Background: an optimization exercise with open tools, aiming at small area, a short achievable clock period and few clock cycles. Do not read the settings as production practice. Power figures rest on the tool's default switching activity, not on a simulated workload.

## job 101
==> flow/design.v (excerpt) <==
module cache_ctrl #(
   parameter int ADDR_W      = 10,
   parameter int NUM_BLOCKS  = 4,
   parameter int BLOCK_WORDS = 4,
   parameter int CNT_W       = 16
) (
   input  logic                      clk,
   input  logic                      rst_n,
   input  logic                      cpu_req_valid,
   output logic                      cpu_req_ready,
   input  logic                      cpu_we,
   input  logic [ADDR_W-1:0]         cpu_addr,
   input  logic [31:0]               cpu_wdata,
   output logic                      cpu_resp_valid,
   output logic [31:0]               cpu_rdata,
   output logic                      mem_req,
   output logic                      mem_we,
   output logic [ADDR_W-1:0]         mem_addr,
   output logic [32*BLOCK_WORDS-1:0] mem_wdata,
   input  logic [32*BLOCK_WORDS-1:0] mem_rdata,
   input  logic                      mem_done,
   output logic [CNT_W-1:0]          hit_cnt,
   output logic [CNT_W-1:0]          miss_cnt
);
==> module cache_ctrl, before the edit <==
module cache_ctrl #(
   parameter int ADDR_W      = 10,
   parameter int NUM_BLOCKS  = 4,
   parameter int BLOCK_WORDS = 4,
   parameter int CNT_W       = 16
) (
   input  logic                      clk,
   input  logic                      rst_n,
   input  logic                      cpu_req_valid,
   output logic                      cpu_req_ready,
   input  logic                      cpu_we,
   input  logic [ADDR_W-1:0]         cpu_addr,
   input  logic [31:0]               cpu_wdata,
   output logic                      cpu_resp_valid,
   output logic [31:0]               cpu_rdata,
   output logic                      mem_req,
   output logic                      mem_we,
   output logic [ADDR_W-1:0]         mem_addr,
   output logic [32*BLOCK_WORDS-1:0] mem_wdata,
   input  logic [32*BLOCK_WORDS-1:0] mem_rdata,
   input  logic                      mem_done,
   output logic [CNT_W-1:0]          hit_cnt,
   output logic [CNT_W-1:0]          miss_cnt
);
   localparam int TAG_W  = ADDR_W - 6;
   localparam int LINE_W = 32 * BLOCK_WORDS;
   logic [NUM_BLOCKS-1:0] valid_arr;
   logic [NUM_BLOCKS-1:0] dirty_arr;
   logic [TAG_W-1:0]      tag_arr  [NUM_BLOCKS];
   logic [LINE_W-1:0]     data_arr [NUM_BLOCKS];
   logic             r_v;
   logic             r_hit;
   logic [TAG_W-1:0] r_tag;
   logic [1:0]       r_idx;
   logic [1:0]       r_word;
   logic             r_we;
   logic [31:0]      r_wdata;
   logic             rdy;
   logic [LINE_W-1:0] line_buf;
   logic [TAG_W-1:0] mem_tag;
   logic [TAG_W-1:0] in_tag;
   logic [1:0]       in_idx;
   logic             in_hit;
   logic             in_victim_dirty;
   logic             rd_open;
   logic             rd_done;
   logic             wb_done;
   logic             accept;
   logic             unused_addr_bits;
   assign unused_addr_bits = ^cpu_addr[1:0];
   assign in_tag = cpu_addr[ADDR_W-1:6];
   assign in_idx = cpu_addr[5:4];
   assign in_hit          = valid_arr[in_idx] && (tag_arr[in_idx] == in_tag);
   assign in_victim_dirty = valid_arr[in_idx] && dirty_arr[in_idx];
   assign rd_open = mem_req && !mem_we;
   assign rd_done = rd_open && mem_done;
   assign wb_done = mem_req && mem_we && mem_done;
   assign cpu_req_ready = rdy || rd_done;
   assign accept        = cpu_req_valid && cpu_req_ready;
   assign mem_addr = {mem_tag, r_idx, 4'h0};
   assign mem_wdata = line_buf;
   always_ff @(posedge clk or negedge rst_n) begin
      if (!rst_n) begin
         rdy            <= 1'b1;
         r_v            <= 1'b0;
         mem_req        <= 1'b0;
         mem_we         <= 1'b0;
         cpu_resp_valid <= 1'b0;
         valid_arr      <= '0;
         dirty_arr      <= '0;
         hit_cnt        <= '0;
         miss_cnt       <= '0;
      end else begin
         r_v            <= accept;
         cpu_resp_valid <= (r_v && r_hit) || rd_done;
         if (wb_done) mem_we <= 1'b0;
         if (rd_done) begin
            mem_req <= 1'b0;
            rdy     <= 1'b1;
         end
         if (accept) begin
            if (in_hit) begin
               if (cpu_we) dirty_arr[in_idx] <= 1'b1;
            end else begin
               valid_arr[in_idx] <= 1'b1;
               dirty_arr[in_idx] <= cpu_we;
               mem_req           <= 1'b1;
               mem_we            <= in_victim_dirty;
               rdy               <= 1'b0;
            end
         end
         if (r_v) begin
            if (r_hit) begin
               if (hit_cnt != {CNT_W{1'b1}}) hit_cnt <= hit_cnt + CNT_W'(1);
            end else begin
               if (miss_cnt != {CNT_W{1'b1}}) miss_cnt <= miss_cnt + CNT_W'(1);
            end
         end
      end
   end
   always_ff @(posedge clk) begin
      if (accept) begin
         r_hit   <= in_hit;
         r_tag   <= in_tag;
         r_idx   <= in_idx;
         r_word  <= cpu_addr[3:2];
         r_we    <= cpu_we;
         r_wdata <= cpu_wdata;
         if (!in_hit) begin
            tag_arr[in_idx] <= in_tag;
            mem_tag         <= in_victim_dirty ? tag_arr[in_idx] : in_tag;
         end
      end else if (wb_done) begin
         mem_tag <= r_tag;
      end
   end
   logic [31:0] wsrc [BLOCK_WORDS];
   logic [BLOCK_WORDS-1:0] wsel_mem;
   logic [BLOCK_WORDS-1:0] wen;
   always_comb begin
      for (int w = 0; w < BLOCK_WORDS; w++) begin
         wsel_mem[w] = rd_open && !(r_we && r_word == 2'(w));
         wsrc[w]     = wsel_mem[w] ? mem_rdata[32*w +: 32] : r_wdata;
         wen[w]      = rd_open || (r_v && r_hit && r_we && r_word == 2'(w));
      end
   end
   always_ff @(posedge clk) begin
      for (int l = 0; l < NUM_BLOCKS; l++) begin
         for (int w = 0; w < BLOCK_WORDS; w++) begin
            if (r_idx == 2'(l) && wen[w]) data_arr[l][32*w +: 32] <= wsrc[w];
         end
      end
   end
   logic             wb_open;
   logic [1:0]       lb_idx;
   logic [LINE_W-1:0] lb_line;
   logic [BLOCK_WORDS-1:0] lb_byp;
   assign wb_open = mem_req && mem_we;
   assign lb_idx  = in_idx;
   assign lb_line = data_arr[lb_idx];
   always_comb begin
      for (int w = 0; w < BLOCK_WORDS; w++) begin
         lb_byp[w] = (lb_idx == r_idx) &&
                     (rd_open || (r_v && r_hit && r_we && r_word == 2'(w)));
      end
   end
   always_ff @(posedge clk) begin
      if (!wb_open) begin
         for (int w = 0; w < BLOCK_WORDS; w++) begin
            line_buf[32*w +: 32] <= lb_byp[w] ? wsrc[w] : lb_line[32*w +: 32];
         end
      end
   end
   always_ff @(posedge clk) begin
      if (rd_open) cpu_rdata <= mem_rdata[{r_word, 5'd0} +: 32];
      else         cpu_rdata <= line_buf[{r_word, 5'd0} +: 32];
   end
endmodule
==> flow/config.mk <==
export PLATFORM = sky130hd
export DESIGN_NAME = cache_ctrl
export DESIGN_NICKNAME = cache_ctrl
export VERILOG_FILES = /design/flow/design.v
export SDC_FILE = /design/flow/constraint.sdc
export NUM_CORES = 4
export LEC_CHECK = 0
export CAP_MARGIN = 20
export CORE_MARGIN = 2
export CORE_UTILIZATION = 40
export SETUP_SLACK_MARGIN = 2.0
export SLEW_MARGIN = 20
==> flow/constraint.sdc <==
create_clock -name core_clock -period 4.0 [get_ports {clk}]
set_input_delay 0.8000 -clock core_clock [delete_from_list [all_inputs] [get_ports {clk}]]
set_output_delay 0.8000 -clock core_clock [all_outputs]
set_load 0.01 [all_outputs]
run.sh (not shown) runs the stock make flow with config.mk's settings and CLKGATE_MAP_FILE= SYNTH_SCRIPT=/design/flow/synth_recipe.tcl, a recipe that flattens the netlist after the stock synthesis.
> inputs changed (job 101 -> job 102)
-- flow/design.v --
<<< job 101, line 137
   logic [BLOCK_WORDS-1:0] lb_byp;
   assign wb_open = mem_req && mem_we;
   assign lb_idx  = in_idx;
   assign lb_line = data_arr[lb_idx];
   always_comb begin
>>> job 102, line 137
   logic [BLOCK_WORDS-1:0] lb_byp;
   assign wb_open = mem_req && mem_we;
   assign lb_idx  = wb_open ? r_idx : in_idx;
   assign lb_line = data_arr[lb_idx];
   always_comb begin
<<< job 101, line 146
   end
   always_ff @(posedge clk) begin
      if (!wb_open) begin
         for (int w = 0; w < BLOCK_WORDS; w++) begin
            line_buf[32*w +: 32] <= lb_byp[w] ? wsrc[w] : lb_line[32*w +: 32];
         end
      end
   end
>>> job 102, line 146
   end
   always_ff @(posedge clk) begin
      for (int w = 0; w < BLOCK_WORDS; w++) begin
         line_buf[32*w +: 32] <= lb_byp[w] ? wsrc[w] : lb_line[32*w +: 32];
      end
   end
Notes after the runs:
Taking job 101 as the reference, in job 102 met2 routing resource usage after global routing -4.8 points, count of clock-buffer cells in the layout +6.0%, total net switching power +170%, gate count after technology mapping -427, design area -about 4.4%.
Diff job 101 -> job 102: horizontal die dimension fell 0.74%; die height lost about 0.7%; power share of the clock group lost 20 points; routed length on met2 saw a decrease; post-place instance area saw a decrease.
The fraction of the mapped netlist area in adder cells was comparable across job 102 and job 101.
Lower final critical-path share of the clock period among job 102 and job 101: job 101
Function was not checked in any run of this note: the RTL went through the layout flow alone.

port drivers added, routing unchanged:
The flow's constraints put no driver on any port. The routed layouts listed below were extracted and timed again, unchanged, in two steps.
Step 1 sets driving cells, clkbuf_16 on the clock port and buf_2 on the other inputs (assumed; they add their load-dependent delay and slew).
Step 2 times the ports against the registers' clock, not the clock port: input delays grow and output delays shrink by t, the midpoint of the rising clock arrivals with the driver on.
Three values: ideal ports, drivers, drivers and shift; two values: the first two.
run | t (ns) | setup slack, ns | worst setup path after step 2 | slew at the worst register clock pin (ns) | worst data-port slew with drivers (ns)
job 101 | 0.691 | 1.722 / 1.673 / 1.207 | input to register | 0.07 / 0.07 | 0.21
job 102 | 0.691 | 1.648 / 1.645 / 1.321 | input to register | 0.07 / 0.07 | 0.19
After both steps setup and hold are still met in every run listed. The setup slack of job 101, which loses most, moves by -0.049 ns with the drivers and by -0.515 ns with both steps.
